What follows belongs to an exercise in optimizing a design on an open flow for small area and a short achievable clock period; a production flow would make more cautious choices.
Where RTL was checked, it was by simulation tests only, not by an equivalence proof against the original.

Design fp_module, start of the top module:
module fp_module (
    input  logic                     i_clk,
    input  logic                     i_rst,
    input  fp_format_pkg::fp_word_t  i_data_r1,
    input  fp_format_pkg::fp_word_t  i_data_r2,
    input  logic [5-1:0]      i_alu_ctrl,
    output fp_format_pkg::fp_word_t  o_data,
    output logic                     o_invalid
);
    logic                     sub_sign;
    logic [9:0]               sub_exp;
    logic [26:0]              sub_sig;
    logic                     sub_zero;
    logic                     mul_sign;
    logic [9:0]               mul_exp;
    logic [26:0]              mul_sig;
    logic                     mul_zero;
    logic                     is_mul;
    logic [31:0]              rnd_result;
    logic                     rnd_inv;
    fp_op_pkg::fp_class_t     class_code;
    logic                     nan_inf;
    fp_format_pkg::fp_word_t  data_next;
    logic                     invalid_next;
    fp_sub fp_sub_inst (
        .i_a         (i_data_r1),
        .i_b         (i_data_r2),
        .o_norm_sign (sub_sign),
        .o_norm_exp  (sub_exp),
        .o_norm_sig  (sub_sig),
        .o_norm_zero (sub_zero)
    );
    fp_mul fp_mul_inst (
        .i_a         (i_data_r1),
        .i_b         (i_data_r2),
  ...
Size in the first run: ~3600 cells after synthesis, ~33 flip-flops, ~100 I/O pins, about 24000 um^2 of cells after synthesis.
clock: 17.0 ns
lec_check: 0
abc_area: 1
cap_margin: 20
core_margin: 2
core_utilization: 40
setup_slack_margin: 4
slew_margin: 20
standard.sh (not shown) runs the stock make flow with config.mk's settings and CLKGATE_MAP_FILE= SYNTH_SCRIPT=/design/flow/synth_recipe.tcl, a recipe that flattens the netlist after the stock synthesis.
==> flow/flow/run.sh <==
#!/bin/bash
set -euo pipefail
export BUFFER_PORTS_ARGS="-buffer_cell sky130_fd_sc_hd__buf_1"
bash standard.sh finish > standard_flow.log 2>&1
==> next run, changes <==
==> flow/run.sh (new file) <==
#!/bin/bash
# synth_recipe.tcl (not shown) runs the flow's synth.tcl, then flattens the netlist and writes it again
# the make line also repeats each setting of config.mk as NAME=value (left out here)
make -C /OpenROAD-flow-scripts/flow DESIGN_CONFIG=/design/flow/config.mk WORK_HOME=/design/flow/orfs CLKGATE_MAP_FILE= SYNTH_SCRIPT=/design/flow/synth_recipe.tcl finish
Settings changed: GPL_TIMING_DRIVEN set to 1, SETUP_SLACK_MARGIN 4 to 5.
removed: flow/flow/run.sh
removed: flow/standard.sh
Effect: Sequential cell count is unchanged; clock-buffer cell count goes down by 1; setup slack improved by 720 ps; cell count goes up by about 6%; cell area goes up by about 18%.

## job 2468
Starting RTL as in the previous note.
Settings: LEC_CHECK=0, ABC_AREA=1, CAP_MARGIN=20, CORE_MARGIN=2, CORE_UTILIZATION=40, SLEW_MARGIN=20; clock period 17.0 ns.
run.sh (not shown) runs the stock make flow with config.mk's settings and CLKGATE_MAP_FILE= SYNTH_SCRIPT=/design/flow/synth_recipe.tcl, a recipe that flattens the netlist after the stock synthesis.
Stock flow here: none of the scripts above is used.
Having completed the whole flow, job 2468 delivered a layout that passed the timing, design-rule and antenna checks.
For job 8402, these inputs were changed with respect to job 2468:
- SETUP_SLACK_MARGIN newly set to 4
==> flow/flow/run.sh (new file) <==
#!/bin/bash
set -euo pipefail
rm -rf scripts_local
cp -r "$FLOW_HOME/scripts" scripts_local
cp flow/abc_area.script scripts_local/abc_area.script
export SCRIPTS_DIR="$PWD/scripts_local"
export BUFFER_PORTS_ARGS="-buffer_cell sky130_fd_sc_hd__buf_1"
bash standard.sh finish > standard_flow.log 2>&1
==> flow/flow/abc_area.script (new file) <==
strash
dch
map -B 0.9
==> flow/standard.sh (new file) <==
#!/bin/bash
# synth_recipe.tcl (not shown) runs the flow's synth.tcl, then flattens the netlist and writes it again
# the make line also repeats each setting of config.mk as NAME=value (left out here)
make -C /OpenROAD-flow-scripts/flow DESIGN_CONFIG=/design/flow/config.mk WORK_HOME=/design/flow/orfs CLKGATE_MAP_FILE= SYNTH_SCRIPT=/design/flow/synth_recipe.tcl "${@:-finish}"
removed: flow/run.sh
Results
- Job 2468 closes out successfully: all stages finished, all timing, DRC and antenna checks passed.
- Job 8402 finished every stage and its layout cleared the timing, design-rule and antenna checks.
- [compare] base=job 2468 new=job 8402: placeable core area saw a decrease; number of vias after detailed routing higher; slew at the pin closest to its max-slew limit -0.17 ns.
Modified inputs, job 5747 compared to job 8402
==> flow/flow/abc_area.script <==
strash
dch
map -a
topo
dnsize -c
--- outcome ---
- When the final numbers for job 8402 and job 5747 were put side by side, the utilization turned out to be smaller in job 8402.
- Looking at largest net degree at the start of global routing, job 5747 sits about 16% above job 8402.
- Between job 5747 and job 8402, it is job 5747 whose ratio of cells with drive above 1 in the final layout is higher, by 9.2 points.
- Job 5747 against job 8402: final critical path time including I/O delays and setup went up 0.055 ns; global-route usage fell 0.92 points; hold slack lower; fmax went down.
- Looking at die area across job 8402 and job 5747, the one that comes out lower is job 5747.
- Sort job 8402 and job 5747 by part of the cycle the worst path needs, descending, and job 5747 comes first.
- Job 5747 vs job 8402 — cell area rose about 4.4%.
- Post-route worst setup slack for job 5747: 0.055 ns down relative to job 8402
Relative to job 5747, the following input files were edited for job 8588:
- swapping 4 for 5 in SETUP_SLACK_MARGIN
==> flow/run.sh (new file) <==
#!/bin/bash
# synth_recipe.tcl (not shown) runs the flow's synth.tcl, then flattens the netlist and writes it again
# the make line also repeats each setting of config.mk as NAME=value (left out here)
make -C /OpenROAD-flow-scripts/flow DESIGN_CONFIG=/design/flow/config.mk WORK_HOME=/design/flow/orfs CLKGATE_MAP_FILE= SYNTH_SCRIPT=/design/flow/synth_recipe.tcl finish
removed: flow/flow/run.sh
removed: flow/flow/abc_area.script
removed: flow/standard.sh
Findings:
Job 5747 reports its termination of the worst setup path as o_data[20] while job 8588 reports o_data[9]. Compared with job 5747, multi-input combinational cell area in job 8588 increased by a little under 10%. Job 5747 was smaller in final cell area than job 8588. Of job 8588 and job 5747, the lower number of instances resized during post-cts repair belongs to job 5747. Diff job 5747..job 8588 | count of antenna diodes in the layout | unchanged. Lower worst hold slack goes to job 5747 over job 8588.
--- input diff job 8588..job 9042 ---
- SETUP_SLACK_MARGIN changed from 5 to 4
- TNS_END_PERCENT newly set to 5
==> flow/flow/run.sh (new file) <==
#!/bin/bash
set -euo pipefail
export BUFFER_PORTS_ARGS="-buffer_cell sky130_fd_sc_hd__buf_1"
bash standard.sh finish > standard_flow.log 2>&1
==> flow/standard.sh (new file) <==
#!/bin/bash
# synth_recipe.tcl (not shown) runs the flow's synth.tcl, then flattens the netlist and writes it again
# the make line also repeats each setting of config.mk as NAME=value (left out here)
make -C /OpenROAD-flow-scripts/flow DESIGN_CONFIG=/design/flow/config.mk WORK_HOME=/design/flow/orfs CLKGATE_MAP_FILE= SYNTH_SCRIPT=/design/flow/synth_recipe.tcl "${@:-finish}"
removed: flow/run.sh
==> comparison <==
The faster design of the two is job 8588; job 9042 tops out lower.
In job 9042 relative to job 8588, final instance area had gone down by more than 10%.
Uppermost signal routing layer after detailed routing: met5 -> job 9042, met4 -> job 8588
Higher met1 demand-to-capacity share in global routing among job 8588 and job 9042: job 8588
STATUS first-iteration DRC count: job 9042 wins against job 8588
For job 9042, the end of the critical path was o_data[30], unlike job 8588, where it was o_data[9].

## T
Another version of the RTL of fp_module (not shown whole).
Size in the first run: ~3500 cells after synthesis, ~100 I/O pins, roughly 0.024 sq mm of cells after synthesis.
export LEC_CHECK = 0
export ABC_AREA = 1
export CAP_MARGIN = 0
export CORE_MARGIN = 2
export CORE_UTILIZATION = 40
export SETUP_SLACK_MARGIN = 5
export SLEW_MARGIN = 0
create_clock -name core_clock -period 17.0 [get_ports {i_clk}]
standard.sh (not shown) runs the stock make flow with config.mk's settings and CLKGATE_MAP_FILE= SYNTH_SCRIPT=/design/flow/synth_recipe.tcl, a recipe that flattens the netlist after the stock synthesis.
==> flow/flow/run.sh <==
#!/bin/bash
set -euo pipefail
export BUFFER_PORTS_ARGS="-buffer_cell sky130_fd_sc_hd__buf_1"
R=orfs/results/sky130hd/fp_module/base
bash standard.sh synth > standard_synth.log 2>&1
cp $R/1_2_yosys.v yosys_netlist_standard.v
python3 flow/fixpol.py yosys_netlist_standard.v $R/1_2_yosys.v > fixpol.log 2>&1
rm -f $R/1_synth.odb $R/1_synth.sdc
bash standard.sh finish > standard_flow.log 2>&1
Other scripts of this flow, unchanged in this note and not shown: flow/flow/fixpol.py
--- input diff T..R ---
- a change of SETUP_SLACK_MARGIN from 5 to 4.5
- a change of CAP_MARGIN from 0 to 20
- a change of SLEW_MARGIN from 0 to 20
==> results.txt <==
R vs T on data required time of the worst path: R is the higher one.
There was hardly any difference in cell count after placement between R and T.
[R] worst setup slack fell 0.34 ns relative to T
Taking T as the reference point, the share of the clock period used by the worst path of R rises by 2.0 points.
Against T, mean number of vias per cell in R fell slightly.
No run of this note included a check of the RTL's function; only the layout flow was run.

Another version of the RTL of fp_module (not shown whole).
Size: roughly 3600 cells after synthesis, ~100 I/O pins, ~24000 sq um of cells after synthesis.
==> flow/config.mk <==
export PLATFORM = sky130hd
export DESIGN_NAME = fp_module
export DESIGN_NICKNAME = fp_module
export VERILOG_FILES = /design/flow/design.v
export SDC_FILE = /design/flow/constraint.sdc
export NUM_CORES = 4
export LEC_CHECK = 0
export ABC_AREA = 1
export CAP_MARGIN = 20
export CORE_MARGIN = 2
export CORE_UTILIZATION = 40
export SETUP_SLACK_MARGIN = 5
export SLEW_MARGIN = 20
==> flow/constraint.sdc <==
create_clock -name core_clock -period 17.0 [get_ports {i_clk}]
set_input_delay 3.4000 -clock core_clock [delete_from_list [all_inputs] [get_ports {i_clk}]]
set_output_delay 3.4000 -clock core_clock [all_outputs]
set_load 0.01 [all_outputs]
==> flow/flow/run.sh <==
#!/bin/bash
set -euo pipefail
sed 's/SETUP_SLACK_MARGIN=5\b/SETUP_SLACK_MARGIN=5.5/' standard.sh > standard_m.sh
grep -q 'SETUP_SLACK_MARGIN=5.5' standard_m.sh
export BUFFER_PORTS_ARGS="-buffer_cell sky130_fd_sc_hd__buf_1"
R=orfs/results/sky130hd/fp_module/base
bash standard_m.sh synth > standard_synth.log 2>&1
cp $R/1_2_yosys.v yosys_netlist_standard.v
python3 flow/fixpol.py yosys_netlist_standard.v $R/1_2_yosys.v > fixpol.log 2>&1
rm -f $R/1_synth.odb $R/1_synth.sdc
bash standard_m.sh finish > standard_flow.log 2>&1
Other scripts of this flow, unchanged in this note and not shown: flow/flow/fixpol.py
Change:
==> flow/flow/run.sh (replaced) <==
#!/bin/bash
set -euo pipefail
export BUFFER_PORTS_ARGS="-buffer_cell sky130_fd_sc_hd__buf_2"
R=orfs/results/sky130hd/fp_module/base
bash standard.sh synth > standard_synth.log 2>&1
cp $R/1_2_yosys.v yosys_netlist_standard.v
python3 flow/fixpol.py yosys_netlist_standard.v $R/1_2_yosys.v > fixpol.log 2>&1
rm -f $R/1_synth.odb $R/1_synth.sdc
bash standard.sh finish > standard_flow.log 2>&1
Settings changed: CAP_MARGIN 20 to 0, SLEW_MARGIN 20 to 0.
The new run finished with timing, DRC and antenna clean.
Area after synthesis stays the same.
Fmax falls by 2.9%.
Final area falls by 4.8%.

## build 1
fp_module again, from the RTL that the note above started with.
export LEC_CHECK = 0
export ABC_AREA = 1
export CAP_MARGIN = 0
export CORE_MARGIN = 2
export CORE_UTILIZATION = 40
export SETUP_SLACK_MARGIN = 5
export SLEW_MARGIN = 0
export TNS_END_PERCENT = 20
create_clock -name core_clock -period 17.0 [get_ports {i_clk}]
==> flow/flow/run.sh <==
#!/bin/bash
set -euo pipefail
export BUFFER_PORTS_ARGS="-buffer_cell sky130_fd_sc_hd__buf_1"
R=orfs/results/sky130hd/fp_module/base
bash standard.sh synth > standard_synth.log 2>&1
cp $R/1_2_yosys.v yosys_netlist_standard.v
python3 flow/fixpol.py yosys_netlist_standard.v $R/1_2_yosys.v > fixpol.log 2>&1
rm -f $R/1_synth.odb $R/1_synth.sdc
bash standard.sh finish > standard_flow.log 2>&1
Other scripts of this flow, unchanged in this note and not shown: flow/flow/fixpol.py
The final layout from build 1, which completed every stage, passed the timing, design-rule and antenna checks at the end of the flow.
The inputs of build 83 differ from those of build 1 as listed below.
# build 1
export LEC_CHECK = 0
export ABC_AREA = 1
export CAP_MARGIN = 0
export CORE_MARGIN = 2
export CORE_UTILIZATION = 40
export SETUP_SLACK_MARGIN = 5
export SLEW_MARGIN = 0
export TNS_END_PERCENT = 20
create_clock -name core_clock -period 17.0 [get_ports {i_clk}]
# build 83
export LEC_CHECK = 0
export ABC_AREA = 1
export CAP_MARGIN = 20
export CORE_MARGIN = 2
export CORE_UTILIZATION = 40
export SETUP_SLACK_MARGIN = 4.5
export SLEW_MARGIN = 20
create_clock -name core_clock -period 17.0 [get_ports {i_clk}]
==> comparison <==
Clock slew seen by the registers of the worst setup and hold paths: build 1 vs build 83 — no meaningful difference. Compared to build 1, the routing of build 83 uses less wire. Diff build 1 -> build 83: worst path arrival time went up, count of inverters other than clock inverters in the layout did not really move, final-layout clock buffer total went down. Via count normalized by instance count, build 1 and build 83: smaller value in build 83.
Setup changes, build 83 to build 20
# build 83
export LEC_CHECK = 0
export ABC_AREA = 1
export CAP_MARGIN = 20
export CORE_MARGIN = 2
export CORE_UTILIZATION = 40
export SETUP_SLACK_MARGIN = 4.5
export SLEW_MARGIN = 20
create_clock -name core_clock -period 17.0 [get_ports {i_clk}]
# build 20
export LEC_CHECK = 0
export ABC_AREA = 1
export CAP_MARGIN = 0
export CORE_MARGIN = 2
export CORE_UTILIZATION = 50
export SETUP_SLACK_MARGIN = 5
export SLEW_MARGIN = 0
create_clock -name core_clock -period 17.0 [get_ports {i_clk}]
### Flow results
Relative to build 83, the count of buffering cells on the critical path with inverters included of build 20 is lower by 1. The global-route usage in build 20 sits 8.7 points above the value recorded for build 83. Diff build 83 -> build 20: via count up 836; share of the core filled with cells in the final layout up 13 points; clock period minus final worst setup slack down 250 ps.
--- input diff build 20..build 7 ---
# build 20
export LEC_CHECK = 0
export ABC_AREA = 1
export CAP_MARGIN = 0
export CORE_MARGIN = 2
export CORE_UTILIZATION = 50
export SETUP_SLACK_MARGIN = 5
export SLEW_MARGIN = 0
create_clock -name core_clock -period 17.0 [get_ports {i_clk}]
# build 7
export LEC_CHECK = 0
export ABC_AREA = 1
export CAP_MARGIN = 20
export CORE_MARGIN = 2
export CORE_UTILIZATION = 40
export SETUP_SLACK_MARGIN = 4.75
export SLEW_MARGIN = 20
create_clock -name core_clock -period 17.0 [get_ports {i_clk}]
--- outcome ---
Global-route usage (higher): build 20
Build 7 ended up with met4 as its uppermost metal layer occupied by signal nets; build 20 ended up with met5.
NOTE total wire length build 20->build 7 decreased by a few percent
Build 7 finished every step from synthesis to the final layout, and the layout passed the timing, design-rule and antenna checks.
Changes observed in build 7 relative to build 20: overall die height up 26 µm, tapcell count increased about 27%, sequential share of layout area ~0 delta.
> inputs changed (build 7 -> build 56)
# build 7
export LEC_CHECK = 0
export ABC_AREA = 1
export CAP_MARGIN = 20
export CORE_MARGIN = 2
export CORE_UTILIZATION = 40
export SETUP_SLACK_MARGIN = 4.75
export SLEW_MARGIN = 20
create_clock -name core_clock -period 17.0 [get_ports {i_clk}]
# build 56
export LEC_CHECK = 0
export ABC_AREA = 1
export CAP_MARGIN = 0
export CORE_MARGIN = 2
export CORE_UTILIZATION = 40
export SETUP_SLACK_MARGIN = 5
export SLEW_MARGIN = 0
create_clock -name core_clock -period 17.0 [get_ports {i_clk}]
Results
- Build 56 ends up with a delay of the slowest cell on the worst path that is 250 ps lower than in build 7.
- Build 56 ended up with i_data_r2[13] as its startpoint of the worst setup timing path; build 7 ended up with i_data_r2[24].
- Build 56 against build 7: number of design-rule violations left by the first detailed-router iteration picked up an extra 3.4%, clock slew at the register clock pins of the worst setup and hold paths stayed essentially flat, global-route usage has increased.
- Comparing build 56 and build 7, the lower wire length after detailed routing was measured on build 7.
- Compared with build 7, build 56 shows a final cell count that is 14 higher.
Relative to build 56, the following input files were edited for build 69:
--- a/flow/flow/run.sh
+++ b/flow/flow/run.sh
@@ -2,0 +3,6 @@
+# ABC maps for area without its own gate sizing (flow/abc_area.script);
+# the timing repair after placement sizes the paths that need it.
+rm -rf scripts_local
+cp -r "$FLOW_HOME/scripts" scripts_local
+cp flow/abc_area.script scripts_local/abc_area.script
+export SCRIPTS_DIR="$PWD/scripts_local"
==> flow/flow/abc_area.script (new file) <==
strash
dch
map -B 0.9
Notes after the runs:
- Via count: build 69 vs build 56 up 796
- Comparing build 69 and build 56, the lower global-route usage is on build 56.
- Cell area after placement (build 69 vs. build 56) decreases slightly
- Build 69 — fraction of area in multi-input gates 1.7 points lower, build 56 as reference
- The core area of build 69 was superior to that of build 56.
- Build 56 ended up with o_data[16] as its worst setup path endpoint; build 69 ended up with o_data[26].
- Build 56 and build 69 ended up with roughly the same multi-input gate count.
- Worst hold path cell count for build 69 is lower than for build 56.
- Compared to build 56, the router laid down more metal wire for build 69.
- Compared with build 56, build 69 shows a higher first-pass GRT wire length.
- Final worst slack is lower on build 69

## afterwards: timing with drivers on the ports
The flow's constraints put no driver on any port. The routed layouts listed below were extracted and timed again, unchanged, in two steps. Step 1, drivers: a clkbuf_16 drives i_clk and a buf_2 each remaining input, both assumed. Step 2 moves the port delays by t, midway between the first and last clock arrival at a register: inputs arrive t later, outputs are due t later. That takes back most of the time a late clock gives input paths. a / b / c = ideal / step 1 / step 2; a / b = the first two.
run	shift t [ns]	slack for setup (ns)	hold WS [ns]	worst register clock-pin slew, ns
the first run of note 1	0.306	4.513 / 4.507 / 4.201	3.632 / 3.622 / 3.799	0.06 / 0.06
the second run of note 1	0.309	5.232 / 5.238 / 4.928	3.619 / 3.608 / 3.917	0.06 / 0.06
job 2468	0.305	1.503 / 1.504 / 1.199	3.955 / 3.945 / 4.155	0.05 / 0.05
job 8402	0.305	4.371 / 4.364 / 4.058	3.537 / 3.532 / 3.806	0.05 / 0.05
job 5747	0.303	4.317 / 4.313 / 4.009	3.522 / 3.520 / 3.803	0.06 / 0.06
job 8588	0.309	5.232 / 5.238 / 4.928	3.619 / 3.608 / 3.917	0.06 / 0.06
job 9042	0.306	4.460 / 4.468 / 4.162	3.630 / 3.624 / 3.799	0.06 / 0.06
T	0.306	5.243 / 5.231 / 4.925	3.412 / 3.399 / 3.705	0.06 / 0.06
R	0.311	4.898 / 4.900 / 4.589	3.409 / 3.395 / 3.706	0.06 / 0.06
the first run of note 4	0.302	5.751 / 5.753 / 5.451	3.541 / 3.527 / 3.805	0.05 / 0.05
the second run of note 4	0.309	5.415 / 5.288 / 4.979	3.473 / 3.465 / 3.774	0.06 / 0.06
build 1	0.308	5.487 / 5.390 / 5.082	3.540 / 3.527 / 3.804	0.06 / 0.06
build 83	0.310	5.065 / 5.039 / 4.729	3.541 / 3.531 / 3.811	0.06 / 0.06
build 20	0.315	5.316 / 5.326 / 5.011	3.558 / 3.547 / 3.804	0.06 / 0.06
build 7	0.312	5.235 / 5.151 / 4.839	3.535 / 3.523 / 3.810	0.06 / 0.06
build 56	0.308	5.497 / 5.408 / 5.100	3.541 / 3.527 / 3.805	0.05 / 0.05
build 69	0.306	5.409 / 5.378 / 5.072	3.517 / 3.508 / 3.807	0.05 / 0.05
After both steps setup and hold are still met in every run listed. The setup slack of the second run of note 4, which loses most, moves by -0.127 ns with the drivers and by -0.436 ns with both steps.
